Background: an optimization exercise with open tools, aiming at small area, a short achievable clock period and few clock cycles. Do not read the settings as production practice.
Where RTL was checked, it was by simulation tests only, not by an equivalence proof against the original.
No activity file was given, so power comes from the tool's default toggle rates.

exp/xenon:
==> flow/design.v <==
`timescale 1ns/1ps
module cnn_conv_top (
    input  logic        clk,
    input  logic        reset,
    input  logic        pix_valid,
    output logic        pix_ready,
    input  logic [7:0]  pix_byte,
    output logic        out_valid,
    input  logic        out_ready,
    output logic [15:0] out_data,
    output logic [2:0]  out_channel,
    output logic        out_last
);
    localparam int IMG   = 28;
    localparam int DEPTH = 2 * IMG + 3;
    logic [7:0]         in_byte;    
    logic               in_full;
    logic [DEPTH*8-1:0] sr;         
    logic [4:0]         row;        
    logic [4:0]         col;
    logic               busy;       
    logic [2:0]         cc;         
    logic [5:0]         oh;         
    logic               win_last;   
    logic               s1v;        
    logic               hold;       
    logic               hold_last;
    logic [2:0]         oc;         
    logic               ov;         
    logic take, push, issue, adv_out, s1_take, feed, is_win, full_nx, busy_nx;
    logic [7:0] q_new;
    assign q_new = 8'(({1'b0, in_byte} + 9'd1) >> 1);
    assign take    = pix_valid && pix_ready;
    assign adv_out = !ov || out_ready;
    assign issue   = adv_out && ((oc[2] && oc[1]) ? hold : s1v);
    assign s1_take = issue && !(oc[2] && oc[1]);
    assign feed    = busy && (!s1v || s1_take);
    assign push    = in_full && !busy;
    assign is_win  = (row >= 5'd2) && (col >= 5'd2);
    assign full_nx = take || (in_full && !push);
    assign busy_nx = push ? is_win : (busy && !(feed && cc == 3'd5));
    always_ff @(posedge clk) begin
        if (!in_full || push) in_byte <= pix_byte;
        if (push) sr <= {sr[(DEPTH-1)*8-1:0], q_new};
    end
    always_ff @(posedge clk) begin
        if (reset) begin
            in_full   <= 1'b0;
            pix_ready <= 1'b1;
            busy      <= 1'b0;
            cc        <= 3'd0;
            oh        <= 6'd1;
            s1v       <= 1'b0;
            hold      <= 1'b0;
            oc        <= 3'd0;
            row       <= 5'd0;
            col       <= 5'd0;
        end else begin
            in_full   <= full_nx;
            busy      <= busy_nx;
            pix_ready <= !full_nx || !busy_nx;
            s1v       <= feed || (s1v && !s1_take);
            if (issue) oc <= oc + 3'd1;
            if (issue && oc == 3'd7) hold <= 1'b0;
            if (feed && cc == 3'd5)  hold <= 1'b1;
            if (push) begin
                cc <= 3'd0;
                oh <= 6'd1;
                if (col == 5'(IMG - 1)) begin
                    col <= 5'd0;
                    row <= (row == 5'(IMG - 1)) ? 5'd0 : row + 5'd1;
                end else begin
                    col <= col + 5'd1;
                end
            end else if (feed) begin
                cc <= cc + 3'd1;
                oh <= {oh[4:0], oh[5]};
            end
        end
    end
    always_ff @(posedge clk) begin
        if (push) win_last <= (row == 5'(IMG - 1)) && (col == 5'(IMG - 1));
        if (feed && cc == 3'd5) hold_last <= win_last;
    end
    logic [7:0] a, b, c, d, e, f, g, h, i;
    assign a = sr[58*8 +: 8];
    assign b = sr[57*8 +: 8];
    assign c = sr[56*8 +: 8];
    assign d = sr[30*8 +: 8];
    assign e = sr[29*8 +: 8];
    assign f = sr[28*8 +: 8];
    assign g = sr[2*8 +: 8];
    assign h = sr[1*8 +: 8];
    assign i = sr[0*8 +: 8];
    logic [8:0]         r1_sa, r1_sb, r1_sc, r1_sd;
    logic signed [8:0]  r1_pn, r1_q4, r1_un, r1_vn6;  
    logic signed [9:0]  r1_e3;      
    logic signed [7:0]  r1_em6;     
    logic signed [9:0]  r2_zz, r2_ww;              
    logic [10:0]        r2_n;       
    logic signed [12:0] r3_y;
    logic signed [9:0]  r3_v6;
    logic [14:0]        r4_v7;
    logic signed [13:0] n14, y14;
    logic signed [19:0] w7;
    assign n14 = $signed({3'd0, r2_n});
    assign y14 = 14'(r3_y);
    assign w7  = $signed({y14, 7'd50}) - 20'(y14 <<< 1) - 20'(y14);
    always_ff @(posedge clk) begin
        r1_sa  <= {1'b0, a} + {1'b0, i};
        r1_sb  <= {1'b0, b} + {1'b0, h};
        r1_sc  <= {1'b0, c} + {1'b0, g};
        r1_sd  <= {1'b0, d} + {1'b0, f};
        r1_pn  <= $signed({1'b0, i}) - $signed({1'b0, a});
        r1_q4  <= $signed({1'b0, g}) - $signed({1'b0, c}) + 9'sd4;
        r1_un  <= $signed({1'b0, h}) - $signed({1'b0, b});
        r1_vn6 <= $signed({1'b0, f}) - $signed({1'b0, d}) - 9'sd6;
        r1_e3  <= $signed({1'b0, e, 1'b0}) + $signed({2'd0, e}) - 10'sd3;
        r1_em6 <= 8'(9'sd6 - $signed({1'b0, e}));
        r2_n   <= {2'd0, r1_sa} + {2'd0, r1_sc} + {2'd0, r1_sb} + {2'd0, r1_sd};
        r2_zz  <= 10'(14'(r1_q4) - (14'(r1_pn) <<< 1));
        r2_ww  <= 10'(14'sd28 - 14'(r1_un) - 14'(r1_vn6));
        r3_y   <= 13'((n14 <<< 1) + n14 + 14'(r1_em6));
    end
    always_ff @(posedge clk) begin
        if (!hold) begin
            r3_v6 <= 10'(((14'(r1_e3) <<< 2) - n14) >>> 2);
            if (y14 < 14'sd0)          r4_v7 <= 15'd0;
            else if (y14 > 14'sd2096)  r4_v7 <= 15'd32767;
            else                       r4_v7 <= w7[17:3];
        end
    end
    logic signed [13:0] se, si, spn, sq4, sun, svn6, ssb, ssd, szz, sww, oa, ob, oc_;
    assign se   = $signed({6'd0, e});
    assign si   = $signed({6'd0, i});
    assign spn  = 14'(r1_pn);
    assign sq4  = 14'(r1_q4);
    assign sun  = 14'(r1_un);
    assign svn6 = 14'(r1_vn6);
    assign ssb  = $signed({5'd0, r1_sb});
    assign ssd  = $signed({5'd0, r1_sd});
    assign szz  = 14'(r2_zz);
    assign sww  = 14'(r2_ww);
    logic signed [13:0] a0, b0, a1, b1, c1, a2, b2, c2, a3, b3, c3, a4, b4, c4, a5, b5, c5;
    assign a0 = (se <<< 3) | 14'sd1;    assign b0 = ~si;
    assign a1 = sq4 <<< 3;              assign b1 = sun <<< 3;     assign c1 = spn <<< 3;
    assign a2 = (spn <<< 2) | 14'sd1;   assign b2 = ~(sq4 <<< 2);  assign c2 = svn6 <<< 3;
    assign a3 = (se <<< 5) | 14'sd18;   assign b3 = ~(ssb <<< 3);  assign c3 = ~(ssd <<< 3);
    assign a4 = n14;                    assign b4 = ~(se <<< 1);   assign c4 = -14'sd47;
    assign a5 = szz <<< 1;              assign b5 = szz;           assign c5 = sww <<< 1;
    assign oa  = ({14{oh[0]}} & a0) | ({14{oh[1]}} & a1) | ({14{oh[2]}} & a2) |
                 ({14{oh[3]}} & a3) | ({14{oh[4]}} & a4) | ({14{oh[5]}} & a5);
    assign ob  = ({14{oh[0]}} & b0) | ({14{oh[1]}} & b1) | ({14{oh[2]}} & b2) |
                 ({14{oh[3]}} & b3) | ({14{oh[4]}} & b4) | ({14{oh[5]}} & b5);
    assign oc_ = ({14{oh[1]}} & c1) | ({14{oh[2]}} & c2) |
                 ({14{oh[3]}} & c3) | ({14{oh[4]}} & c4) | ({14{oh[5]}} & c5);
    logic [13:0] s1_s, s1_c, csa_s, csa_c;
    assign csa_s = oa ^ ob ^ oc_;
    assign csa_c = ((oa & ob) | (oa & oc_) | (ob & oc_)) << 1;
    always_ff @(posedge clk) begin
        if (feed) begin
            s1_s <= csa_s;
            s1_c <= csa_c;
        end
    end
    logic signed [13:0] t1;
    logic [15:0]        res;
    assign t1 = $signed(s1_s + s1_c);
    always_comb begin
        if (oc == 3'd7)      res = {1'b0, r4_v7};
        else if (oc == 3'd6) res = r3_v6[9] ? 16'd0 : {7'd0, r3_v6[8:0]};
        else                 res = t1[13] ? 16'd0 : {6'd0, t1[12:3]};
    end
    always_ff @(posedge clk) begin
        if (reset) begin
            out_valid <= 1'b0;
            ov        <= 1'b0;
        end else if (adv_out) begin
            out_valid <= issue;
            ov        <= issue;
        end
    end
    always_ff @(posedge clk) begin
        if (adv_out) begin
            out_data    <= res;
            out_channel <= oc;
            out_last    <= (oc == 3'd7) && hold_last;
        end
    end
endmodule
Settings: LEC_CHECK=0, CAP_MARGIN=20, CORE_MARGIN=2, CORE_UTILIZATION=50, CTS_CLUSTER_DIAMETER=90, CTS_CLUSTER_SIZE=26, SLEW_MARGIN=20; clock period 9.0 ns.
standard.sh (not shown) runs the stock make flow with config.mk's settings and CLKGATE_MAP_FILE= SYNTH_SCRIPT=/design/flow/synth_recipe.tcl, a recipe that flattens the netlist after the stock synthesis.
==> flow/flow/run.sh <==
#!/bin/bash
set -o pipefail
cp standard.sh standard.sh.txt
export SETUP_SLACK_MARGIN=6.1
bash standard.sh > standard.log 2>&1
### exp/xenon -> exp/fjord
diff --git a/flow/design.v b/flow/design.v
--- a/flow/design.v
+++ b/flow/design.v
@@ -95,17 +95,18 @@
     logic [8:0]         r1_sa, r1_sb, r1_sc, r1_sd;
     logic signed [8:0]  r1_pn, r1_q4, r1_un, r1_vn6;  
     logic signed [9:0]  r1_e3;      
     logic signed [7:0]  r1_em6;     
+    logic [9:0]         r2_nac, r2_nbd;
     logic signed [9:0]  r2_zz, r2_ww;              
-    logic [10:0]        r2_n;       
-    logic signed [12:0] r3_y;
-    logic signed [9:0]  r3_v6;
-    logic [14:0]        r4_v7;
+    logic [10:0]        r3_n;
+    logic signed [12:0] r4_y;
+    logic signed [9:0]  r4_v6;
+    logic [14:0]        r5_v7;
     logic signed [13:0] n14, y14;
     logic signed [19:0] w7;
-    assign n14 = $signed({3'd0, r2_n});
-    assign y14 = 14'(r3_y);
+    assign n14 = $signed({3'd0, r3_n});
+    assign y14 = 14'(r4_y);
     assign w7  = $signed({y14, 7'd50}) - 20'(y14 <<< 1) - 20'(y14);
     always_ff @(posedge clk) begin
         r1_sa  <= {1'b0, a} + {1'b0, i};
         r1_sb  <= {1'b0, b} + {1'b0, h};
@@ -116,19 +117,21 @@
         r1_un  <= $signed({1'b0, h}) - $signed({1'b0, b});
         r1_vn6 <= $signed({1'b0, f}) - $signed({1'b0, d}) - 9'sd6;
         r1_e3  <= $signed({1'b0, e, 1'b0}) + $signed({2'd0, e}) - 10'sd3;
         r1_em6 <= 8'(9'sd6 - $signed({1'b0, e}));
-        r2_n   <= {2'd0, r1_sa} + {2'd0, r1_sc} + {2'd0, r1_sb} + {2'd0, r1_sd};
+        r2_nac <= {1'b0, r1_sa} + {1'b0, r1_sc};
+        r2_nbd <= {1'b0, r1_sb} + {1'b0, r1_sd};
         r2_zz  <= 10'(14'(r1_q4) - (14'(r1_pn) <<< 1));
         r2_ww  <= 10'(14'sd28 - 14'(r1_un) - 14'(r1_vn6));
-        r3_y   <= 13'((n14 <<< 1) + n14 + 14'(r1_em6));
+        r3_n   <= {1'b0, r2_nac} + {1'b0, r2_nbd};
+        r4_y   <= 13'((n14 <<< 1) + n14 + 14'(r1_em6));
     end
     always_ff @(posedge clk) begin
         if (!hold) begin
-            r3_v6 <= 10'(((14'(r1_e3) <<< 2) - n14) >>> 2);
-            if (y14 < 14'sd0)          r4_v7 <= 15'd0;
-            else if (y14 > 14'sd2096)  r4_v7 <= 15'd32767;
-            else                       r4_v7 <= w7[17:3];
+            r4_v6 <= 10'(((14'(r1_e3) <<< 2) - n14) >>> 2);
+            if (y14 < 14'sd0)          r5_v7 <= 15'd0;
+            else if (y14 > 14'sd2096)  r5_v7 <= 15'd32767;
+            else                       r5_v7 <= w7[17:3];
         end
     end
     logic signed [13:0] se, si, spn, sq4, sun, svn6, ssb, ssd, szz, sww, oa, ob, oc_;
     assign se   = $signed({6'd0, e});
@@ -166,10 +169,10 @@
     logic signed [13:0] t1;
     logic [15:0]        res;
     assign t1 = $signed(s1_s + s1_c);
     always_comb begin
-        if (oc == 3'd7)      res = {1'b0, r4_v7};
-        else if (oc == 3'd6) res = r3_v6[9] ? 16'd0 : {7'd0, r3_v6[8:0]};
+        if (oc == 3'd7)      res = {1'b0, r5_v7};
+        else if (oc == 3'd6) res = r4_v6[9] ? 16'd0 : {7'd0, r4_v6[8:0]};
         else                 res = t1[13] ? 16'd0 : {6'd0, t1[12:3]};
     end
     always_ff @(posedge clk) begin
         if (reset) begin
Findings:
exp/fjord: no failed stages, no open violations at the end
Diff exp/xenon -> exp/fjord: hold slack decreased 0.0061 ns, final antenna diode count increased 2, total power after layout decreased about 1%, power in sequential cells increased about 3%.
Compared exp/fjord vs exp/xenon, and half-perimeter wire length after placement is up in exp/fjord.
Testbench counts of exp/fjord, summed over its fixed seeds: cycles 43,940.
No functional check of the RTL was part of exp/xenon.

[re-timing with driven ports]
The results above use ideal ports. As a check the final layouts listed here were re-extracted and re-timed, cells and wires unchanged. Step 1, drivers: a clkbuf_16 drives clk and a buf_2 each remaining input, both assumed. Step 2 adds t to the input delays and takes it off the output delays; t is the mean of the earliest and latest rising clock arrival at the registers after step 1. Input paths then give back, and output paths get back, about the clock's delay inside the block. a / b / c = ideal / step 1 / step 2; a / b = the first two.
| run | t (ns) | setup slack, ns | slew at the worst register clock pin (ns) |
|---|---|---|---|
| exp/xenon | 0.627 | 6.112 / 6.058 / 5.588 | 0.10 / 0.10 |
| exp/fjord | 0.621 | 6.107 / 6.047 / 5.592 | 0.10 / 0.10 |
After both steps setup and hold are still met in every run listed. The setup slack of exp/xenon, which loses most, moves by -0.054 ns with the drivers and by -0.524 ns with both steps.
